Background: an optimization exercise with open tools, aiming at small area. Do not read the settings as production practice. Function was checked by simulation only, so behaviour that the tests miss may differ from the original.

## flow/design.v (module list and top-level ports; edited modules follow where they fit)
// module dac_cond_channel: 97 lines
// module dac_cond_fa: 4 lines
// module dac_cond_ha: 4 lines
// module dac_cond_inv: 3 lines
// module dac_cond_enc: 4 lines
// module dac_cond_sel: 3 lines
// module dac_cond_sel0: 3 lines
// module dac_cond_x: 3 lines
// module dac_cond_xn: 3 lines
// module dac_cond_mul_a: 936 lines
// module dac_cond_mul_c: 890 lines
// module dac_output_conditioner: 76 lines
module dac_output_conditioner
#(
  parameter int DAC_DATA_WIDTH = 14,
  parameter int IN_DATA_WIDTH  = 16,
  parameter int GAIN_WIDTH     = 16
) (
  input  logic                             aclk,
  input  logic                             rst,
  input  logic signed [IN_DATA_WIDTH-1:0]  in_a,
  input  logic signed [IN_DATA_WIDTH-1:0]  in_b,
  input  logic signed [GAIN_WIDTH-1:0]     gain_a,
  input  logic signed [GAIN_WIDTH-1:0]     gain_b,
  input  logic signed [DAC_DATA_WIDTH-1:0] offset_a,
  input  logic signed [DAC_DATA_WIDTH-1:0] offset_b,
  input  logic                             enable_a,
  input  logic                             enable_b,
  input  logic [dac_cond_pkg::ENV_W-1:0]   ramp_step,
  input  logic                             sat_clr,
  output logic signed [DAC_DATA_WIDTH-1:0] dat_a_o,
  output logic signed [DAC_DATA_WIDTH-1:0] dat_b_o,
  output logic [1:0]                       state_a,
  output logic [1:0]                       state_b,
  output logic [dac_cond_pkg::SAT_CNT_W-1:0] sat_cnt_a,
  output logic [dac_cond_pkg::SAT_CNT_W-1:0] sat_cnt_b
);
  // ...
==> flow/run.sh <==
#!/bin/bash
# synth_recipe.tcl (not shown) runs the flow's synth.tcl, then flattens the netlist and writes it again
# the make line also repeats each setting of config.mk as NAME=value (left out here)
make -C /OpenROAD-flow-scripts/flow DESIGN_CONFIG=/design/flow/config.mk WORK_HOME=/design/flow/orfs CLKGATE_MAP_FILE= SYNTH_SCRIPT=/design/flow/synth_recipe.tcl finish
==> flow/config.mk <==
export PLATFORM = sky130hd
export DESIGN_NAME = dac_output_conditioner
export DESIGN_NICKNAME = dac_output_conditioner
export VERILOG_FILES = /design/flow/design.v
export SDC_FILE = /design/flow/constraint.sdc
export NUM_CORES = 4
export LEC_CHECK = 0
export CAP_MARGIN = 20
export CORE_MARGIN = 2
export CORE_UTILIZATION = 40
export CTS_BUF_LIST = sky130_fd_sc_hd__clkbuf_4 sky130_fd_sc_hd__clkbuf_8
export SLEW_MARGIN = 20
export SYNTH_HIERARCHICAL = 1
==> flow/constraint.sdc <==
create_clock -name core_clock -period 8.0 [get_ports {aclk}]
set_input_delay 1.6000 -clock core_clock [delete_from_list [all_inputs] [get_ports {aclk}]]
set_output_delay 1.6000 -clock core_clock [all_outputs]
set_load 0.01 [all_outputs]
==> metrics.md, run 1 <==
| Metric | Value |
|---|---|
| Site Rows | 99 |
| Antenna violations before repair | 5 |
| Worst hold path startpoint | u_ch_b.p2_q[16] |
| Worst-margin pin slew | ~1100 ps |
| #FFs+latches synth | 196 |
| Area of the multi-input gates | about 25,000 um^2 |
| CP Launch Point | u_ch_b.p2d_q[3] |
| Status | complete, no violations |
| Instance count along the most critical hold path | 0 |
| Tot GR Track Use | 0.214 |
| Area growth from synthesis to layout | 14.2% |
| Port Buffers | between 150 and 200 |
| Slowest Stage Delay on Critical Path | slightly below 900 ps |
| Share of the core filled with cells | 0.463 |
| Flip-flop and latch count | 196 |
| List of most frequent post-synthesis cells | 496 x sky130_fd_sc_hd__o22ai_1, 430 x sky130_fd_sc_hd__fa_1, 350 x sky130_fd_sc_hd__xnor2_1 |
| Register-to-register setup slack | approximately 460 ps |
| Clock net sink count | approximately 200 |
| Maximum buffer depth of the clock tree | 2 |
| Number of design rule violations left after detail routing | 0 |
| Total number of tap cells | around 960 |
| Met3 Resource Use GR | 0.0319 |
| Library cell contributing the largest single delay on the critical path | sky130_fd_sc_hd__xnor2_1 |
| Initial DRT Pass Iterations | 6 |
| Multi-input combinational area share | 0.727 |
| Worst slack after detailed placement | slightly below 100 ps |
| Sum of negative setup slack | 0 ps |
| DP Area | between 30,000 and 40,000 um^2 |
| HP Class | flop to flop |
| Share of the cycle needed by the critical path after routing | 0.942 |
| Most used flip-flop cell after synthesis | sky130_fd_sc_hd__dfxtp_1 |
| Critical Path Most Common Cell | sky130_fd_sc_hd__fa_1 |
| Hold-fix buffers at CTS | 0 |
| Layout Cell Area excl Fill | between 30,000 and 40,000 um^2 |
| Clkbuf count | 18 |
| Most Used Layer, Global Route | met2 |
| Cell taking the most area after synthesis | sky130_fd_sc_hd__fa_1 |
| Global-route wire length before repair | between 100 and 150 mm |
==> run 2: changes to the inputs <==
--- a/flow/config.mk
+++ b/flow/config.mk
@@ -10,4 +10,6 @@
 export CORE_UTILIZATION = 40
 export CTS_BUF_LIST = sky130_fd_sc_hd__clkbuf_4 sky130_fd_sc_hd__clkbuf_8
+export GPL_TIMING_DRIVEN = 0
+export PLACE_DENSITY = 0.5
 export SLEW_MARGIN = 20
 export SYNTH_HIERARCHICAL = 1
==> metrics.md, run 2 <==
| Metric | Value |
|---|---|
| Status | complete, no violations |
| Post-layout min period | 7630 ps |
| Worst-margin pin slew | 1060 ps (-83.8 ps) |
| Initial DRT Pass Iterations | 14 (+8) |
| Chain of cells forming the critical path | clkdlybuf4s50_1 > inv_1 > nand2_1 > o22ai_1 > xor2_1 > fa_1 > fa_1 > fa_1 > ha_1 > o22a_1 > o21ai_0 > o22ai_1 > a221o_1 > a22o_1 > fa_1 > fa_1 > a21oi_1 > nor3_1 > nor3b_2 > o21ai_1 > mux2i_1 > nand2_1 |
| Kind of cell adding the most delay to the critical path | adder cells |
| Adder-cell share of the synthesized area | 0.378 |
| Hold-fix buffers at CTS | 0 (unchanged) |
| Crit-path max FO | 18 |
| Post-CTS Setup Inserts | 0 |
| Clock Latency Late Sink | around 500 ps |
| Area of the die | about 76,000 um^2 |
| Final cell count without fillers | roughly 4,300 |
| Leading cell type in the layout, fill and taps excluded | sky130_fd_sc_hd__o22ai_1 |
| Top post-synthesis cells by area | sky130_fd_sc_hd__fa_1 29%, sky130_fd_sc_hd__dfxtp_1 13%, sky130_fd_sc_hd__o22ai_1 10%, sky130_fd_sc_hd__xnor2_1 10%, sky130_fd_sc_hd__xor2_1 9.3% |
| Number of cells after detailed placement | ~4,200 |
| Fraction of the mapped netlist area in compound gates | 0.172 |
| Sequential cell area | between 3000 and 4000 um^2 |
| Library cell contributing the largest single delay on the critical path | sky130_fd_sc_hd__nand2_1 |
| Fin. Hold Viols | 0 |
| Share of the synthesized area in the top cell type | 0.290 |
| Average wire per cell in the routed design | roughly 20 um |
| Cell taking the most area after synthesis | sky130_fd_sc_hd__fa_1 |
| Instance count of the mapped netlist | between 3,000 and 4,000 |
| Slowest Stage Delay on Critical Path | 500 ps (-370 ps) |
| Portion of netlist area occupied by mux cells | 0.00574 |
| Netlist Area Pre-Place | 29,700 um^2 |
| Clock-pin slew of the registers on the worst-case setup and hold paths | roughly 110 ps |
| Site Rows | 99 (unchanged) |
| Achievable Freq | 131 MHz |
| Number of max-capacitance violations reported | 0 |
| Reg-to-Reg End | u_ch_b.c_q[9] |
| Vias per cell | between 5 and 6 |
| Buf+Inv Stages, Crit Path | 2 |
| Number of design rule violations left after detail routing | 0 (unchanged) |
| Die width | approximately 280 um |
| Register-to-Register Path Depth | 28 |
| Io pins | 176 |
| Fill cell total of the finished layout | ~7,000 |
| Total number of vias | approximately 24,000 |
| Hold endpoint | u_ch_a.p2d_q[9] |
| Starting Density | 0.405 |
| Clock net sink count | 196 (unchanged) |
| Setup repair after global routing missed its margin | no |
| Port Buffers | 175 (unchanged) |
| HP Class | flop to flop |
| Detailed placement HPWL | ~66 mm |
| Area growth from synthesis to layout | 13.3% |
| List of most frequent post-synthesis cells | 496 x sky130_fd_sc_hd__o22ai_1, 430 x sky130_fd_sc_hd__fa_1, 350 x sky130_fd_sc_hd__xnor2_1 |
| Count of nets after finishing | around 4,000 |
| Number of slew-limit violations in the final report | 0 |
| Sum of negative setup slack | 0 ps (unchanged) |
| Via count of the first global-routing pass | approximately 25,000 |
| Number of enable-type register cells in the synthesized netlist | 0 |
| Fraction of final layout cells with drive strength greater than 1 | 0.0635 |
| Instance count along the most critical hold path | 0 (unchanged) |
| Antenna violations before repair | 16 (+11) |
| Critical path data arrival time | between 8000 and 9000 ps |
| Max_slew headroom | 0.290 |
| Register-to-register setup slack | 560 ps (+100 ps) |
| Total number of yosys warnings | 8 |
| Worst hold path startpoint | u_ch_a.p2_q[9] |
| CTS root buf | sky130_fd_sc_hd__clkbuf_8 |
| Routed wire length | 85.9 mm |
| DRT antenna net count | 0 |
| Type of destination of the critical path | flop |
| Global-route wire length before repair | 140 mm (+5.4%) |
| Height of the die | 276 um |
| Tot GR Track Use | 0.225 (+0.0103) |
| Weighted congestion at the end of routability-driven global placement | about 0.86 |
| Area of the multi-input gates | 25,000 um^2 (+1.4%) |
| Share of the cycle needed by the critical path after routing | 0.953 (+0.0112) |
| TritonCTS clock tree | built |
| Fraction of the yosys area taken by sequential cells | 0.132 |
| #FFs+latches synth | 196 (unchanged) |
| Setup crit start kind | input port |
| Worst reg2reg startpoint | u_ch_b.p2d_q[7] |
| Largest net degree at the start of global routing | 24 |
| Dominant combinational cell family by area after synthesis | adder cells |
| Setup Crit Path Kind | input port to flop |
| Count of cell types in the netlist | 65 |
| Share of async-settable or async-resettable flops after synthesis | 0 |
| Total core area | 73,200 um^2 |
| CTS H-Tree Depth | 4 |
| Most used cells in the layout excluding fill and tap cells | 496 x sky130_fd_sc_hd__o22ai_1, 430 x sky130_fd_sc_hd__fa_1, 320 x sky130_fd_sc_hd__xnor2_1, 315 x sky130_fd_sc_hd__xor2_1, 255 x sky130_fd_sc_hd__inv_1 |
| Xor/xnor share of the synthesized area | 0.196 |
| Worst clock skew | around 17 ps |
| Critical Path Most Common Cell | sky130_fd_sc_hd__fa_1 |
| Syn avg cell area | between 9 and 10 um^2 |
| Leading cell type by number of instances after synthesis | sky130_fd_sc_hd__o22ai_1 |
| Most used flip-flop cell after synthesis | sky130_fd_sc_hd__dfxtp_1 |
| Worst Path Required | around 8400 ps |
| Maximum buffer depth of the clock tree | 2 (unchanged) |
| 1st-iter DRT viols | roughly 2,000 |
| Residual overflow from global routing | 0 |
| Number of CTS-inserted buffers | 17 |
| Simple logic cell fraction of the synthesized area | 0.0769 |
| Setup Viol. Count Final | 0 |
[run 2: cell counts after synthesis]
No cell type changed its count.
[run 2: worst register-to-register path: cells and delay by family (launching register included)]
family | cells | cell delay, ps
adders and majority gates | 6 | 2630
AOI/OAI and AO/OA | 11 | 2470
and+or+nand+nor | 7 | 1040
DFF | 1 | 660
xor gates and xnor gates | 2 | 360
buffers and inverters | 2 | 230
[run 2: worst max path at each step]
| stage | start | end | slack (ps) | cells after the start |
|---|---|---|---|---|
| floorplan | u_ch_a.p2d_q[5] | u_ch_a.c_q[11] | 820 | 30 |
| global placement | gain_b[5] | u_ch_b.p2_q[16] | -1510 | 22 |
| detailed placement | gain_a[1] | u_ch_a.p2_q[16] | -820 | 21 |
| CTS | gain_a[1] | u_ch_a.p2_q[16] | 5 | 21 |
| global route | gain_a[0] | u_ch_a.p2_q[16] | 10 | 22 |
| finish | gain_a[0] | u_ch_a.p2_q[16] | 370 | 22 |
[run 2: timing repair]
item,4_1_cts,5_1_grt
resized for setup,3,12
endpoints found under the setup margin,23,26
pin swaps,0,0
cloned,0,0
[run 2: layout make-up]
| type | instances | share of cell area |
|---|---|---|
| inverter | 261 | 0.0292 |
| timing repair buffer | 194 | 0.0558 |
| antenna | 9 | 0.000670 |
| clock inverter | 15 | 0.00625 |
| buffer | 28 | 0.00462 |
| clock buffer | 17 | 0.00696 |
| sequential | 196 | 0.118 |
| multi-input combinational | 2581 | 0.743 |
| tap | 959 | 0.0357 |
[run 2: kinds of logic (layout without fill, tap and decap cells)]
logic type,count (synthesis),in the layout
compound gates,803,803
buf+inv,289,515
flops,196,196
other cells,4,17
mux,16,16
simple gates,450,450
xor+xnor,665,665
fa+ha+maj,639,639
[run 2: modules after synthesis (local to each module, per instance), a selection]
module	flip-flops and latches	cell area [um^2]	copies in the design
dac_cond_x	0	8.76	256
dac_cond_mul_c	0	1650	2
dac_cond_ha	0	12.5	86
dac_cond_mul_a	0	1330	2
dac_cond_fa	0	20.0	422
dac_cond_sel0	0	3.75	52
dac_cond_inv	0	3.75	64
dac_cond_sel	0	6.26	490
dac_output_conditioner	2	131	1
dac_cond_xn	0	8.76	286
[run 2: layer usage]
layer / track usage / share of wire / vias to the layer above
met5: 0 / 0.00095 / -
met4: 0.0503 / 0.013 / 14
met3: 0.0392 / 0.068 / 91
met2: 0.353 / 0.45 / 868
met1: 0.322 / 0.47 / 11900
li1: - / - / 11200
[run 2: through the flow]
step / area [um^2] / setup slack (ps) / util / hold slack (ps)
finish: 33600 / 372 / 0.459 / 327
global route: 33600 / 9.56 / 0.459 / 333
CTS: 33500 / 4.98 / 0.458 / 324
detailed placement: 33100 / -823 / 0.452 / 312
global placement: 32600 / -1510 / 0.446 / 311
floorplan: 29700 / 819 / - / 310
==> run 3: changes to the inputs <==
--- a/flow/config.mk
+++ b/flow/config.mk
@@ -11,5 +11,5 @@
 export CTS_BUF_LIST = sky130_fd_sc_hd__clkbuf_4 sky130_fd_sc_hd__clkbuf_8
 export GPL_TIMING_DRIVEN = 0
-export PLACE_DENSITY = 0.5
+export PLACE_DENSITY = 0.75
 export SLEW_MARGIN = 20
 export SYNTH_HIERARCHICAL = 1
==> metrics.md, run 3 <==
| Metric | Value |
|---|---|
| Worst-margin pin slew | 1160 ps (+93.4 ps) |
| Global-route wire length before repair | 133 mm (-5.3%) |
| Fin. Hold Viols | 0 (unchanged) |
| Area of the multi-input gates | 25,000 um^2 (about the same) |
| Leading cell type in the layout, fill and taps excluded | sky130_fd_sc_hd__o22ai_1 |
| Fraction of the yosys area taken by sequential cells | 0.132 (unchanged) |
| Number of enable-type register cells in the synthesized netlist | 0 (unchanged) |
| Worst clock skew | 14.7 ps (-2.39 ps) |
| HP Class | flop to flop |
| Clock-pin slew of the registers on the worst-case setup and hold paths | 90 ps (-20 ps) |
| Setup Viol. Count Final | 0 (unchanged) |
| Share of the synthesized area in the top cell type | 0.290 (unchanged) |
| Status | complete, no violations |
| Weighted congestion at the end of routability-driven global placement | 0.931 (+8.5%) |
| Number of CTS-inserted buffers | 17 (unchanged) |
| Detailed placement HPWL | 61.7 mm (-6.4%) |
| Critical path data arrival time | 8060 ps (+50 ps) |
| Site Rows | 99 (unchanged) |
| Tot GR Track Use | 0.211 (-0.0140) |
| Height of the die | 276 um (unchanged) |
| Antenna violations before repair | 16 (unchanged) |
| Leading cell type by number of instances after synthesis | sky130_fd_sc_hd__o22ai_1 |
| Instance count of the mapped netlist | 3,062 (unchanged) |
| Starting Density | 0.405 (unchanged) |
| Most used cells in the layout excluding fill and tap cells | 496 x sky130_fd_sc_hd__o22ai_1, 430 x sky130_fd_sc_hd__fa_1, 321 x sky130_fd_sc_hd__xnor2_1, 315 x sky130_fd_sc_hd__xor2_1, 255 x sky130_fd_sc_hd__inv_1 |
| Number of design rule violations left after detail routing | 0 (unchanged) |
| Via count of the first global-routing pass | 25,000 (-0.95%) |
| Largest net degree at the start of global routing | 24 (unchanged) |
| Total core area | 73,200 um^2 (unchanged) |
| Top post-synthesis cells by area | sky130_fd_sc_hd__fa_1 29%, sky130_fd_sc_hd__dfxtp_1 13%, sky130_fd_sc_hd__o22ai_1 10%, sky130_fd_sc_hd__xnor2_1 10%, sky130_fd_sc_hd__xor2_1 9.3% |
| Sequential cell area | 3960 um^2 (-0.19%) |
| Routed wire length | 81.0 mm (-5.7%) |
| Number of slew-limit violations in the final report | 0 (unchanged) |
| Total number of vias | 24,500 (+1.8%) |
| Post-layout min period | 7630 ps (+6.43 ps) |
| List of most frequent post-synthesis cells | 496 x sky130_fd_sc_hd__o22ai_1, 430 x sky130_fd_sc_hd__fa_1, 350 x sky130_fd_sc_hd__xnor2_1 |
| Max_slew headroom | 0.228 (-0.0623) |
| CTS H-Tree Depth | 4 (unchanged) |
| Cell taking the most area after synthesis | sky130_fd_sc_hd__fa_1 |
| Die width | 276 um (unchanged) |
| Total number of yosys warnings | 8 (unchanged) |
| Crit path setup slack, layout | 366 ps (-6.44 ps) |
| Initial DRT Pass Iterations | 6 (-8) |
| Netlist Area Pre-Place | 29,700 um^2 (unchanged) |
| Worst slack after detailed placement | -813 ps (+9.54 ps) |
| Number of max-capacitance violations reported | 0 (unchanged) |
| Fraction of final layout cells with drive strength greater than 1 | 0.0609 (-0.00260) |
| #FFs+latches synth | 196 (unchanged) |
| Share of the cycle needed by the critical path after routing | 0.954 (about the same) |
| Achievable Freq | 131 MHz (about the same) |
| Port Buffers | 175 (unchanged) |
| Worst Path Required | 8430 ps (+50 ps) |
| Average wire per cell in the routed design | 19.1 um (-5.5%) |
| CTS root buf | sky130_fd_sc_hd__clkbuf_8 |
| Residual overflow from global routing | 0 (unchanged) |
| 1st-iter DRT viols | 2,486 (+27%) |
| Count of nets after finishing | 4,017 (-0.12%) |
| Setup Crit Path Kind | input port to flop |
| Sum of negative setup slack | 0 ps (unchanged) |
| Io pins | 176 (unchanged) |
| DRT antenna net count | 0 (unchanged) |
| Area growth from synthesis to layout | 12.9% |
| Crit-path max FO | 18 (unchanged) |
| Type of destination of the critical path | flop |
| Syn avg cell area | 9.69 um^2 (unchanged) |
| Clock Latency Late Sink | 500 ps (about the same) |
| Setup repair after global routing missed its margin | no |
| Fill cell total of the finished layout | 6,792 (-3.6%) |
| Post-route worst hold slack | 329 ps (+2.02 ps) |
| Post-CTS Setup Inserts | 0 (unchanged) |
| Count of cell types in the netlist | 65 (unchanged) |
| Most used flip-flop cell after synthesis | sky130_fd_sc_hd__dfxtp_1 |
| Area of the die | 76,300 um^2 (unchanged) |
| Clock net sink count | 196 (unchanged) |
| Vias per cell | 5.76 (+2.1%) |
| TritonCTS clock tree | built |
| Maximum buffer depth of the clock tree | 2 (unchanged) |
| Setup crit start kind | input port |
| Share of async-settable or async-resettable flops after synthesis | 0 (unchanged) |
[run 3: changes by cell type in the layout (fill, tap and decap cells not counted), sizes merged]
cell | previous run | this run
buf | 49 | 42
inv | 269 | 262
clkbuf | 31 | 35
clkinv | 4 | 7
diode | 9 | 6
bufinv | 3 | 2
clkinvlp | 0 | 1
[run 3: kinds of logic after synthesis]
| kind of cell | after synthesis | share of synthesized area |
|---|---|---|
| DFF | 196 | 0.132 |
| adders and majority gates | 639 | 0.378 |
| muxes | 16 | 0.00574 |
| buffers and inverters | 289 | 0.0383 |
| and+or+nand+nor | 450 | 0.0769 |
| AOI/OAI and AO/OA | 803 | 0.172 |
| other | 4 | 0.000506 |
| xor gates and xnor gates | 665 | 0.196 |
[run 3: per-module statistics from Yosys, one instance, submodules excluded, a selection]
module                  times used  area [um^2]  cells  flip-flops and latches
dac_cond_mul_a                   2         1330    201                       0
dac_output_conditioner           1          131     16                       2
dac_cond_fa                    422         20.0      1                       0
dac_cond_ha                     86         12.5      1                       0
dac_cond_x                     256         8.76      1                       0
dac_cond_xn                    286         8.76      1                       0
dac_cond_sel                   490         6.26      1                       0
dac_cond_sel0                   52         3.75      1                       0
[run 3: layout make-up]
class	count	area share
Inverter	261	0.0293
Multi-Input combinational cell	2581	0.746
Buffer	28	0.00463
Timing Repair Buffer	189	0.0542
Clock buffer	19	0.00762
Tap cell	959	0.0358
Sequential cell	196	0.118
Clock inverter	11	0.00385
Antenna cell	6	0.000448
[run 3: per-layer routing]
layer,track usage,part of all wire,wire length (um)
met1,0.281,0.42,33700
met2,0.339,0.46,37400
met3,0.0498,0.095,7690
met4,0.0661,0.026,2070
met5,0,0.0012,97
[run 3: what timing repair did]
| action | 4_1_cts | 5_1_grt |
|---|---|---|
| pin swaps | 0 | 0 |
| hold buffers | 0 | 0 |
| endpoints found under the setup margin | 20 | 31 |
| gates resized for setup | 3 | 14 |
[run 3: metrics by stage]
step	instances	area, um^2	util
final	4250	33500	0.458
after global routing	4249	33500	0.458
after CTS	4242	33400	0.456
after detailed placement	4212	33000	0.451
after global placement	4200	32600	0.446
after floorplan	3066	29700	-
[run 3: path summary, 6_finish.rpt]
kind	from	end	slack (ps)	depth (start not counted)
min reg2reg	u_ch_a.p2_q[5]	u_ch_a.p2d_q[5]	330	0
max reg2reg	u_ch_b.p2d_q[11]	u_ch_b.c_q[11]	480	25
max	gain_a[0]	u_ch_a.p2_q[14]	370	22
min	u_ch_a.p2_q[5]	u_ch_a.p2d_q[5]	330	0
[run 3: worst max-delay path, cell delays in order]
cell	delay, ps
sky130_fd_sc_hd__clkdlybuf4s50_1	400
sky130_fd_sc_hd__inv_1	430
sky130_fd_sc_hd__nand2_1	510
sky130_fd_sc_hd__o22ai_1	310
sky130_fd_sc_hd__xor2_1	240
sky130_fd_sc_hd__fa_1	470
sky130_fd_sc_hd__fa_1	440
sky130_fd_sc_hd__fa_1	410
sky130_fd_sc_hd__ha_1	340
sky130_fd_sc_hd__o22a_1	220
sky130_fd_sc_hd__o21ai_0	110
sky130_fd_sc_hd__o22ai_1	130
sky130_fd_sc_hd__a221o_1	280
sky130_fd_sc_hd__a22o_1	250
sky130_fd_sc_hd__fa_1	440
sky130_fd_sc_hd__fa_1	440
sky130_fd_sc_hd__a21oi_1	210
sky130_fd_sc_hd__o21ai_0	100
sky130_fd_sc_hd__a21oi_1	240
sky130_fd_sc_hd__o21ai_0	150
sky130_fd_sc_hd__a21oi_1	190
sky130_fd_sc_hd__xnor2_1	130
==> run 4: changes to the inputs <==
--- a/flow/config.mk
+++ b/flow/config.mk
@@ -11,5 +11,4 @@
 export CTS_BUF_LIST = sky130_fd_sc_hd__clkbuf_4 sky130_fd_sc_hd__clkbuf_8
 export GPL_TIMING_DRIVEN = 0
-export PLACE_DENSITY = 0.75
 export SLEW_MARGIN = 20
 export SYNTH_HIERARCHICAL = 1
==> metrics.md, run 4 <==
| Metric | Value |
|---|---|
| Register-to-Register Path Depth | 29 (+16%) |
| Die width | 276 um (unchanged) |
| List of most frequent post-synthesis cells | 496 x sky130_fd_sc_hd__o22ai_1, 430 x sky130_fd_sc_hd__fa_1, 350 x sky130_fd_sc_hd__xnor2_1 |
| Max_slew headroom | 0.250 (+0.0223) |
| Syn avg cell area | 9.69 um^2 (unchanged) |
| Area of the die | 76,300 um^2 (unchanged) |
| Total number of vias | 23,700 (-3.1%) |
| Type of destination of the critical path | flop |
| Share of the cycle needed by the critical path after routing | 0.945 (-0.00952) |
| Average wire per cell in the routed design | 19.0 um (-0.33%) |
| Dominant combinational cell family by area after synthesis | adder cells |
| Cell taking the most area after synthesis | sky130_fd_sc_hd__fa_1 |
| Share of async-settable or async-resettable flops after synthesis | 0 (unchanged) |
| Antenna violations before repair | 16 (unchanged) |
| Worst reg2reg startpoint | u_ch_b.p2d_q[7] |
| Height of the die | 276 um (unchanged) |
| Critical path data arrival time | 7950 ps (-110 ps) |
| Area of the multi-input gates | 25,000 um^2 (about the same) |
| Instance count along the most critical hold path | 0 (unchanged) |
| Via count of the first global-routing pass | 23,400 (-6.5%) |
| Top post-synthesis cells by area | sky130_fd_sc_hd__fa_1 29%, sky130_fd_sc_hd__dfxtp_1 13%, sky130_fd_sc_hd__o22ai_1 10%, sky130_fd_sc_hd__xnor2_1 10%, sky130_fd_sc_hd__xor2_1 9.3% |
| Adder-cell share of the synthesized area | 0.378 (unchanged) |
| Area growth from synthesis to layout | 13.1% |
| Number of slew-limit violations in the final report | 0 (unchanged) |
| TritonCTS clock tree | built |
| CTS H-Tree Depth | 4 (unchanged) |
| Count of nets after finishing | 4,016 (-0.025%) |
| Sequential cell area | 3960 um^2 (about the same) |
| Starting Density | 0.405 (unchanged) |
| Portion of netlist area occupied by mux cells | 0.00574 (unchanged) |
| Status | complete, no violations |
| Xor/xnor share of the synthesized area | 0.196 (unchanged) |
| Number of enable-type register cells in the synthesized netlist | 0 (unchanged) |
| Site Rows | 99 (unchanged) |
| Share of the synthesized area in the top cell type | 0.290 (unchanged) |
| Fin. Hold Viols | 0 (unchanged) |
| Clock-pin slew of the registers on the worst-case setup and hold paths | 100 ps (about the same) |
| Post-layout min period | 7560 ps (-76.2 ps) |
| Count of cell types in the netlist | 65 (unchanged) |
| Setup Viol. Count Final | 0 (unchanged) |
| Initial DRT Pass Iterations | 6 (unchanged) |
| Share of the core filled with cells | 0.458 (+0.000495) |
| Number of CTS-inserted buffers | 17 (unchanged) |
| Residual overflow from global routing | 0 (unchanged) |
| Most used cells in the layout excluding fill and tap cells | 496 x sky130_fd_sc_hd__o22ai_1, 430 x sky130_fd_sc_hd__fa_1, 320 x sky130_fd_sc_hd__xnor2_1, 315 x sky130_fd_sc_hd__xor2_1, 255 x sky130_fd_sc_hd__inv_1 |
| Most used flip-flop cell after synthesis | sky130_fd_sc_hd__dfxtp_1 |
| Total number of yosys warnings | 8 (unchanged) |
| Instance count of the mapped netlist | 3,062 (unchanged) |
| Total core area | 73,200 um^2 (unchanged) |
| Global-route wire length before repair | 130 mm (-1.9%) |
| Clock net sink count | 196 (unchanged) |
| Io pins | 176 (unchanged) |
| Vias per cell | 5.58 (-3.1%) |
| Clock Latency Late Sink | 510 ps (about the same) |
| Leading cell type in the layout, fill and taps excluded | sky130_fd_sc_hd__o22ai_1 |
| HP Class | flop to flop |
| Crit-path max FO | 18 (unchanged) |
| Simple logic cell fraction of the synthesized area | 0.0769 (unchanged) |
| Netlist Area Pre-Place | 29,700 um^2 (unchanged) |
| Worst clock skew | 18.3 ps (+3.52 ps) |
| Post-CTS Setup Inserts | 0 (unchanged) |
| Routed wire length | 80.8 mm (-0.33%) |
| DRT antenna net count | 0 (unchanged) |
| Port Buffers | 175 (unchanged) |
| Maximum buffer depth of the clock tree | 2 (unchanged) |
| Worst-margin pin slew | 1120 ps (-33.5 ps) |
| Worst hold path startpoint | u_ch_a.p2_q[15] |
| Setup Crit Path Kind | input port to flop |
| 1st-iter DRT viols | 1,875 (-25%) |
| Achievable Freq | 132 MHz (+1.0%) |
| Fill cell total of the finished layout | 7,106 (+4.6%) |
| Setup crit start kind | input port |
| Number of cells after detailed placement | 4,213 (+0.024%) |
| CP Launch Point | gain_b[0] |
| Final cell count without fillers | 4,250 (unchanged) |
| Sum of negative setup slack | 0 ps (unchanged) |
| Tot GR Track Use | 0.210 (-0.00129) |
| CTS root buf | sky130_fd_sc_hd__clkbuf_8 |
| Number of max-capacitance violations reported | 0 (unchanged) |
| Fraction of final layout cells with drive strength greater than 1 | 0.0615 (+0.000609) |
| Detailed placement HPWL | 61.9 mm (+0.20%) |
| Largest net degree at the start of global routing | 24 (unchanged) |
| #FFs+latches synth | 196 (unchanged) |
| Fraction of the yosys area taken by sequential cells | 0.132 (unchanged) |
| Leading cell type by number of instances after synthesis | sky130_fd_sc_hd__o22ai_1 |
| Post-route worst hold slack | 322 ps (-6.52 ps) |
| Worst Path Required | 8390 ps (-40 ps) |
| Fraction of the mapped netlist area in compound gates | 0.172 (unchanged) |
| Weighted congestion at the end of routability-driven global placement | 0.868 (-6.8%) |
| Hold-fix buffers at CTS | 0 (unchanged) |
| Number of design rule violations left after detail routing | 0 (unchanged) |
==> run 4: cell counts after synthesis <==
No cell type changed its count.
==> run 4: worst max-delay path, stage by stage <==
cell and delay [ps]:
sky130_fd_sc_hd__clkdlybuf4s50_1 390, sky130_fd_sc_hd__inv_1 410, sky130_fd_sc_hd__nand2_1 470, sky130_fd_sc_hd__o22ai_1 280
sky130_fd_sc_hd__xor2_1 280, sky130_fd_sc_hd__fa_1 500, sky130_fd_sc_hd__fa_1 420, sky130_fd_sc_hd__fa_1 390
sky130_fd_sc_hd__ha_1 340, sky130_fd_sc_hd__o22a_1 220, sky130_fd_sc_hd__o21ai_0 100, sky130_fd_sc_hd__o22ai_1 120
sky130_fd_sc_hd__a221o_1 260, sky130_fd_sc_hd__a22o_1 240, sky130_fd_sc_hd__fa_1 450, sky130_fd_sc_hd__fa_1 450
sky130_fd_sc_hd__a21oi_1 220, sky130_fd_sc_hd__nor3_1 90, sky130_fd_sc_hd__nor3b_2 310, sky130_fd_sc_hd__o21ai_1 150
sky130_fd_sc_hd__mux2i_1 160, sky130_fd_sc_hd__nand2_1 70
==> run 4: metal layers <==
metal | track usage | share of wire | wire, um
met1 | 0.304 | 0.46 | 37500
met2 | 0.317 | 0.44 | 35400
met3 | 0.0465 | 0.081 | 6570
met4 | 0.0472 | 0.014 | 1120
met5 | 0 | 0.0011 | 92
==> run 4: worst paths after layout <==
check,endpoint,slack (ps)
max reg2reg,u_ch_b.c_q[7],450
min reg2reg,u_ch_a.p2d_q[15],320
min,u_ch_a.p2d_q[15],320
max,u_ch_b.p2_q[16],440
==> run 4: metrics by stage <==
stage               area [um^2]  setup slack, ps
global placement          32600            -1430
finish                    33500              442
global route              33500            -17.0
floorplan                 29700              819
CTS                       33500             93.8
detailed placement        33000             -703
==> run 4: Yosys stat by module (local to each module, per instance), a selection <==
module	flip-flops and latches	copies in the design	cells inside	area (um^2)
dac_cond_ha	0	86	1	12.5
dac_cond_mul_a	0	2	201	1330
dac_output_conditioner	2	1	16	131
dac_cond_sel	0	490	1	6.26
dac_cond_xn	0	286	1	8.76
dac_cond_x	0	256	1	8.76
dac_cond_mul_c	0	2	243	1650
dac_cond_inv	0	64	1	3.75
dac_cond_fa	0	422	1	20.0
dac_cond_sel0	0	52	1	3.75
==> run 4: kinds of logic after synthesis <==
| family | after synthesis |
|---|---|
| buf+inv | 289 |
| compound gates | 803 |
| fa+ha+maj | 639 |
| mux | 16 |
| flops | 196 |
| xor+xnor | 665 |
| simple gates | 450 |
| other cells | 4 |
==> run 4: layout make-up <==
cell class	instances	share of cell area
Sequential cell	196	0.118
Inverter	261	0.0293
Clock buffer	18	0.00720
Clock inverter	13	0.00522
Multi-Input combinational cell	2581	0.745
Antenna cell	6	0.000448
Tap cell	959	0.0358
Buffer	28	0.00463
Timing Repair Buffer	188	0.0541
==> run 4: timing repair <==
item                       CTS  global route
gates cloned                 0             0
setup endpoints to repair   16            32
gates resized for setup      3            13
==> run 5: changes to the inputs <==
--- a/flow/config.mk
+++ b/flow/config.mk
@@ -6,9 +6,9 @@
 export NUM_CORES = 4
 export LEC_CHECK = 0
-export CAP_MARGIN = 20
+export CAP_MARGIN = 5
 export CORE_MARGIN = 2
 export CORE_UTILIZATION = 40
 export CTS_BUF_LIST = sky130_fd_sc_hd__clkbuf_4 sky130_fd_sc_hd__clkbuf_8
 export GPL_TIMING_DRIVEN = 0
-export SLEW_MARGIN = 20
+export SLEW_MARGIN = 5
 export SYNTH_HIERARCHICAL = 1
==> metrics.md, run 5 <==
| Metric | Value |
|---|---|
| Average wire per cell in the routed design | 18.9 um (-0.34%) |
| Leading cell type by number of instances after synthesis | sky130_fd_sc_hd__o22ai_1 |
| Largest net degree at the start of global routing | 24 (unchanged) |
| Instance count of the mapped netlist | 3,062 (unchanged) |
| Critical path data arrival time | 8110 ps (+160 ps) |
| List of most frequent post-synthesis cells | 496 x sky130_fd_sc_hd__o22ai_1, 430 x sky130_fd_sc_hd__fa_1, 350 x sky130_fd_sc_hd__xnor2_1 |
| Setup repair after global routing missed its margin | no |
| Layout Cell Area excl Fill | 33,500 um^2 (-0.14%) |
| Syn avg cell area | 9.69 um^2 (unchanged) |
| Leading cell type in the layout, fill and taps excluded | sky130_fd_sc_hd__o22ai_1 |
| 1st-iter DRT viols | 1,954 (+4.2%) |
| Area growth from synthesis to layout | 12.9% |
| Hold-fix buffers at CTS | 0 (unchanged) |
| Share of the core filled with cells | 0.457 (-0.000632) |
| Port Buffers | 175 (unchanged) |
| Status | complete, no violations |
| Number of max-capacitance violations reported | 0 (unchanged) |
| Register-to-register setup slack | 420 ps (-30 ps) |
| Count of cell types in the netlist | 65 (unchanged) |
| Crit-path max FO | 20 (+2) |
| Weighted congestion at the end of routability-driven global placement | 0.868 (unchanged) |
| Maximum buffer depth of the clock tree | 2 (unchanged) |
| Worst reg2reg startpoint | u_ch_b.p2d_q[17] |
| Share of the synthesized area in the top cell type | 0.290 (unchanged) |
| Total number of yosys warnings | 8 (unchanged) |
| Number of CTS-inserted buffers | 17 (unchanged) |
| Setup Viol. Count Final | 0 (unchanged) |
| Setup crit start kind | input port |
| Achievable Freq | 130 MHz (-1.9%) |
| Chain of cells forming the critical path | clkdlybuf4s50_1 > nor2_1 > a21oi_1 > o22ai_1 > xor2_1 > fa_1 > fa_1 > fa_1 > fa_1 > fa_1 > ha_1 > a21oi_2 > o31ai_2 > a211o_1 > a31oi_2 > o21ai_2 > xnor2_1 |
| Most used flip-flop cell after synthesis | sky130_fd_sc_hd__dfxtp_1 |
| Residual overflow from global routing | 0 (unchanged) |
| DRT antenna net count | 0 (unchanged) |
| Area of the die | 76,300 um^2 (unchanged) |
| Vias per cell | 5.55 (-0.39%) |
| Register-to-Register Path Depth | 22 (-24%) |
| End point of the critical path | u_ch_b.p2_q[15] |
| Library cell contributing the largest single delay on the critical path | sky130_fd_sc_hd__clkdlybuf4s50_1 |
| Tot GR Track Use | 0.208 (-0.00120) |
| CTS H-Tree Depth | 4 (unchanged) |
| Via count of the first global-routing pass | 23,200 (-0.59%) |
| Die width | 276 um (unchanged) |
| Number of enable-type register cells in the synthesized netlist | 0 (unchanged) |
| Fin. Hold Viols | 0 (unchanged) |
| HP Class | flop to flop |
| Setup Crit Path Kind | input port to flop |
| CTS root buf | sky130_fd_sc_hd__clkbuf_8 |
| Site Rows | 99 (unchanged) |
| Worst clock skew | 20.9 ps (+2.60 ps) |
| Io pins | 176 (unchanged) |
| Starting Density | 0.405 (unchanged) |
| Netlist Area Pre-Place | 29,700 um^2 (unchanged) |
| Critical Path Most Common Cell | sky130_fd_sc_hd__fa_1 |
| Reg-to-Reg End | u_ch_b.c_q[6] |
| TritonCTS clock tree | built |
| Routed wire length | 80.3 mm (-0.50%) |
| Fraction of the yosys area taken by sequential cells | 0.132 (unchanged) |
| Post-layout min period | 7700 ps (+146 ps) |
| Share of async-settable or async-resettable flops after synthesis | 0 (unchanged) |
| Cell taking the most area after synthesis | sky130_fd_sc_hd__fa_1 |
| Count of nets after finishing | 4,010 (-0.15%) |
| Share of the cycle needed by the critical path after routing | 0.963 (+0.0183) |
| Type of destination of the critical path | flop |
| Height of the die | 276 um (unchanged) |
| Number of slew-limit violations in the final report | 0 (unchanged) |
| Worst Path Required | 8400 ps (about the same) |
| Clock Latency Late Sink | 510 ps (about the same) |
| Most used cells in the layout excluding fill and tap cells | 496 x sky130_fd_sc_hd__o22ai_1, 430 x sky130_fd_sc_hd__fa_1, 325 x sky130_fd_sc_hd__xnor2_1, 315 x sky130_fd_sc_hd__xor2_1, 255 x sky130_fd_sc_hd__inv_1 |
| Number of design rule violations left after detail routing | 0 (unchanged) |
| Total core area | 73,200 um^2 (unchanged) |
| Fraction of final layout cells with drive strength greater than 1 | 0.0555 (-0.00600) |
| Top post-synthesis cells by area | sky130_fd_sc_hd__fa_1 29%, sky130_fd_sc_hd__dfxtp_1 13%, sky130_fd_sc_hd__o22ai_1 10%, sky130_fd_sc_hd__xnor2_1 10%, sky130_fd_sc_hd__xor2_1 9.3% |
| Antenna violations before repair | 16 (unchanged) |
| Max_slew headroom | 0.0791 (-0.171) |
| DP Area | 32,800 um^2 (-0.69%) |
| #FFs+latches synth | 196 (unchanged) |
| CP Launch Point | gain_b[15] |
| Detailed placement HPWL | 61.6 mm (-0.44%) |
| Initial DRT Pass Iterations | 8 (+2) |
| Clock-pin slew of the registers on the worst-case setup and hold paths | 100 ps (about the same) |
| Total number of vias | 23,600 (-0.56%) |
| Worst-margin pin slew | 1370 ps (+248 ps) |
| Slowest Stage Delay on Critical Path | 1250 ps (+750 ps) |
| Clock net sink count | 196 (unchanged) |
| Global-route wire length before repair | 129 mm (-0.59%) |
| Post-route worst hold slack | 326 ps (+3.52 ps) |
## run 5: cell counts after synthesis
Identical to the previous run, type by type.
## run 5: worst min path at each step
stage	from	to	slack, ps	depth (start not counted)
6_report	u_ch_a.p2_q[15]	u_ch_a.p2d_q[15]	330	0
5_1_grt	u_ch_a.p2_q[5]	u_ch_a.p2d_q[5]	340	0
4_1_cts	u_ch_b.p2_q[7]	u_ch_b.p2d_q[7]	330	0
3_5_place_dp	u_ch_b.p2_q[7]	u_ch_b.p2d_q[7]	310	0
3_3_place_gp	u_ch_a.p2_q[2]	u_ch_a.p2d_q[2]	310	0
2_1_floorplan	u_ch_a.p2_q[0]	u_ch_a.p2d_q[0]	310	0
## run 5: repair_timing
action | 4_1_cts | 5_1_grt
pin swaps | 1 | 0
setup buffers | 2 | 0
gates resized for setup | 52 | 31
setup endpoints to repair | 54 | 41
gates cloned | 0 | 0
## run 5: per-layer routing
metal,track usage,vias to the layer above,wire (um)
met3,0.0468,111,6680
met1,0.302,11400,37100
met2,0.318,879,35300
li1,-,11200,-
met5,0,-,122
met4,0.0434,22,1190
## run 5: cells by family (layout without fill, tap and decap cells)
kind of cell,after synthesis,after routing,synth area share
AOI/OAI and AO/OA,803,803,0.172
xor gates and xnor gates,665,665,0.196
adders and majority gates,639,639,0.378
buffers and inverters,289,503,0.0383
DFF,196,196,0.132
muxes,16,16,0.00574
other,4,12,0.000506
and+or+nand+nor,450,450,0.0769
## run 5: final cells by class
type	count	area (um^2)
fill	7134	39700
tap	959	1200
multi-input combinational	2581	25000
timing repair buffer	182	1770
buffer	28	155
clock buffer	19	255
antenna	4	10.0
inverter	261	982
sequential	196	3960
clock inverter	13	141
## run 5: worst max-delay path, delay by kind of cell
family	cells	cell delay (ps)
adders and majority gates	6	2630
AOI/OAI and AO/OA	7	2170
buffers and inverters	1	1250
xor gates and xnor gates	2	330
and+or+nand+nor	1	110
## run 5: per-module statistics from Yosys, one instance, submodules excluded, a selection
module / cells / area, um^2 / copies in the design / flip-flops and latches
dac_cond_mul_c: 243 / 1650 / 2 / 0
dac_cond_mul_a: 201 / 1330 / 2 / 0
dac_output_conditioner: 16 / 131 / 1 / 2
dac_cond_fa: 1 / 20.0 / 422 / 0
dac_cond_ha: 1 / 12.5 / 86 / 0
dac_cond_xn: 1 / 8.76 / 286 / 0
dac_cond_sel: 1 / 6.26 / 490 / 0
dac_cond_inv: 1 / 3.75 / 64 / 0
dac_cond_sel0: 1 / 3.75 / 52 / 0
## run 5: through the flow
| stage | setup WS (ps) | cells | TNS (ps) |
|---|---|---|---|
| 2_1_floorplan | 819 | 3066 | 0 |
| 3_3_place_gp | -1430 | 4200 | -51640 |
| 3_5_place_dp | -1340 | 4204 | -48520 |
| 4_1_cts | 3.24 | 4238 | 0 |
| 5_1_grt | 6.72 | 4243 | 0 |
| 6_report | 295 | 4243 | 0 |

-- afterwards: timing with drivers on the ports --
No port has a modelled driver above. Below, the same layouts with a new extraction and two added sets of constraints.
Step 1 assumes that a clkbuf_16 drives the clock port and a buf_2 every other input.
Step 2 moves the port delays by t, midway between the first and last clock arrival at a register: inputs arrive t later, outputs are due t later. That takes back most of the time a late clock gives input paths.
a / b / c = no drivers / after step 1 / after step 2; a / b = the first two.
| run | shift t [ns] | setup WS [ns] | hold WS [ns] |
|---|---|---|---|
| run 1 | 0.550 | 0.462 / 0.462 / 0.039 | 0.333 / 0.333 / 0.333 |
| run 2 | 0.540 | 0.372 / 0.404 / -0.136 | 0.327 / 0.327 / 0.327 |
| run 3 | 0.534 | 0.366 / 0.388 / -0.146 | 0.329 / 0.329 / 0.329 |
| run 4 | 0.554 | 0.442 / 0.447 / -0.084 | 0.322 / 0.322 / 0.322 |
| run 5 | 0.550 | 0.295 / 0.321 / -0.230 | 0.326 / 0.326 / 0.326 |
Met with ideal ports but missed after step 2: setup timing in run 2, run 3, run 4 and run 5. The setup slack of run 4, which loses most, moves by +0.005 ns with the drivers and by -0.526 ns with both steps.
